From an optimization exercise on the open Yosys and OpenROAD flow, aimed at small area, a short achievable clock period and few clock cycles; shortcuts taken in it are not production practice.
Where RTL was checked, it was by simulation tests only, not by an equivalence proof against the original.
No activity file was given, so power comes from the tool's default toggle rates.

## s_expression_tokenizer
module s_expression_tokenizer (
   input  logic        clock,
   input  logic        reset,
   input  logic        req_valid,
   output logic        req_ready,
   input  logic        req_kind,
   input  logic [7:0]  req_byte_req,
   output logic        rsp_valid,
   input  logic        rsp_ready,
   output logic [2:0]  rsp_token,
   output logic [7:0]  rsp_char_out,
   output logic [63:0] rsp_int_value,
   output logic [1:0]  rsp_error_code,
   output logic [5:0]  rsp_level,
   output logic        rsp_last
);
export LEC_CHECK = 0
export CAP_MARGIN = 20
export CORE_MARGIN = 2
export CORE_UTILIZATION = 40
export SETUP_SLACK_MARGIN = 2.0
export SLEW_MARGIN = 20
create_clock -name core_clock -period 5.0 [get_ports {clock}]
run.sh (not shown) runs the stock make flow with config.mk's settings and CLKGATE_MAP_FILE= SYNTH_SCRIPT=/design/flow/synth_recipe.tcl, a recipe that flattens the netlist after the stock synthesis.
Then changed:
--- a/flow/design.v
+++ b/flow/design.v
@@ -74,63 +74,16 @@
       is_open = (c == CH_LPAREN) || (c == CH_LBRACK) || (c == CH_LBRACE);
    endfunction
    function automatic logic is_close(input logic [7:0] c);
       is_close = (c == CH_RPAREN) || (c == CH_RBRACK) || (c == CH_RBRACE);
    endfunction
 endpackage
 `timescale 1ns / 1ps
 `timescale 1ns / 1ps
-module sexp_mul10 (
-   input  logic [63:0] a,
-   input  logic [3:0]  d,
-   output logic [63:0] sum,
-   output logic        ovf
-);
-   localparam int N = 61;   
-   logic [63:0] x, y;
-   logic [4:0]  lo;
-   logic [63:4] p0, g0;
-   logic [N-1:0] gg [0:11];
-   logic [N-1:0] pp [0:11];
-   assign x  = {a[62:0], 1'b0};
-   assign y  = {a[60:0], 3'b000};
-   assign lo = 5'(x[3:0] + y[3:0] + d);
-   assign p0 = x[63:4] ^ y[63:4];
-   assign g0 = x[63:4] & y[63:4];
-   assign gg[0] = {g0, lo[4]};
-   assign pp[0] = {p0, 1'b0};
-   genvar l, i;
-   generate
-      for (l = 0; l < 6; l = l + 1) begin : g_up
-         for (i = 0; i < N; i = i + 1) begin : g_bit
-            if (((i + 1) % (2 << l)) == 0) begin : g_node
-               assign gg[l+1][i] = gg[l][i] | (pp[l][i] & gg[l][i-(1<<l)]);
-               assign pp[l+1][i] = pp[l][i] & pp[l][i-(1<<l)];
-            end else begin : g_pass
-               assign gg[l+1][i] = gg[l][i];
-               assign pp[l+1][i] = pp[l][i];
-            end
-         end
-      end
-      for (l = 5; l >= 1; l = l - 1) begin : g_dn
-         for (i = 0; i < N; i = i + 1) begin : g_bit
-            if ((((i + 1) % (1 << l)) == (1 << (l - 1))) && (i >= (1 << l))) begin : g_node
-               assign gg[12-l][i] = gg[11-l][i] | (pp[11-l][i] & gg[11-l][i-(1<<(l-1))]);
-               assign pp[12-l][i] = pp[11-l][i] & pp[11-l][i-(1<<(l-1))];
-            end else begin : g_pass
-               assign gg[12-l][i] = gg[11-l][i];
-               assign pp[12-l][i] = pp[11-l][i];
-            end
-         end
-      end
-   endgenerate
-   assign sum = {p0 ^ gg[11][N-2:0], lo[3:0]};
-   assign ovf = a[63] | a[62] | a[61] | gg[11][N-1];
-endmodule
 `timescale 1ns / 1ps
 `timescale 1ns / 1ps
 module s_expression_tokenizer (
    input  logic        clock,
    input  logic        reset,
    input  logic        req_valid,
    output logic        req_ready,
    input  logic        req_kind,
@@ -162,17 +115,17 @@
    logic        emit;
    logic        consume;
    logic        k;
    logic [7:0]  c;
    logic        quiet;
    sexp_pkg::phase_type quiet_ph;
    logic [7:0]  esc_chr;
    logic        esc_ok;
-   logic [63:0] prod;
+   logic [67:0] prod;
    logic        ovf;
    assign k        = in_kind_ff;
    assign c        = in_chr_ff;
    assign out_free = !valid_ff || rsp_ready;
    assign step     = in_vld_ff && out_free;
    assign quiet    = !k && (sexp_pkg::is_ws(c) || (c == sexp_pkg::CH_SEMI) ||
                             (c == sexp_pkg::CH_QUOTE));
    assign quiet_ph = sexp_pkg::is_ws(c) ? sexp_pkg::PH_LIST :
@@ -184,22 +137,19 @@
          sexp_pkg::CH_BSLASH:  esc_chr = sexp_pkg::CH_BSLASH;
          sexp_pkg::CH_QUOTE:   esc_chr = sexp_pkg::CH_QUOTE;
          sexp_pkg::CH_LOWER_N: esc_chr = sexp_pkg::CH_LF;
          sexp_pkg::CH_LOWER_R: esc_chr = sexp_pkg::CH_CR;
          sexp_pkg::CH_LOWER_T: esc_chr = sexp_pkg::CH_TAB;
          default:              esc_ok  = 1'b0;
       endcase
    end
-   sexp_mul10 u_mul10 (
-      .a   (accum_ff),
-      .d   (c[3:0]),
-      .sum (prod),
-      .ovf (ovf)
-   );
+   assign prod = ({4'd0, accum_ff} << 3) + ({4'd0, accum_ff} << 1) + {64'd0, c[3:0]};
+   assign ovf  = (accum_ff > 64'h1999_9999_9999_9999) ||
+                 ((accum_ff == 64'h1999_9999_9999_9999) && (c[3:0] > 4'd5));
    always_comb begin
       phase_in = phase_ff;
       depth_in = depth_ff;
       emit     = 1'b0;
       consume  = 1'b1;
       tok_in   = sexp_pkg::TK_LEND;
       chr_in   = 8'd0;
       err_in   = sexp_pkg::ERR_NONE;
Result:
- total power climbs by 24%
- core utilization climbs by 1.9 points
- global-route usage goes up by 4.4 points
- die area increases by 29%
- routed wire length climbs by 56%
- count of clock-buffer cells in the layout came out higher by 1
- via count went up by 53%
- cell area went up by 34%
- sequential power stays flat
- non-clock buffer count grows by 66
- first-iteration DRC count grows by 120%
- flip-flop and latch count does not change
- setup slack is better by 750 ps
- synthesized cell count increases by 55%
Testbench counts after the change, summed over its fixed seeds: cycles 20,739.
Function not checked in the first run of this note: the RTL went through the layout flow alone.

[port drivers added, routing unchanged]
The results above use ideal ports. As a check the final layouts listed here were re-extracted and re-timed, cells and wires unchanged. Step 1, drivers: a clkbuf_16 drives clock and a buf_2 each remaining input, both assumed. Step 2 times the ports against the registers' clock, not the clock port: input delays grow and output delays shrink by t, the midpoint of the rising clock arrivals with the driver on. Three values: ideal, step 1, step 2; two values: the first two.
| run | shift t [ns] | slack for setup (ns) | worst slew at a driven data input, ns |
|---|---|---|---|
| the first run | 0.389 | 0.614 / 0.614 / 0.614 | 0.03 |
| the second run | 0.415 | 1.365 / 1.353 / 1.365 | 0.03 |
After both steps setup and hold are still met in every run listed.
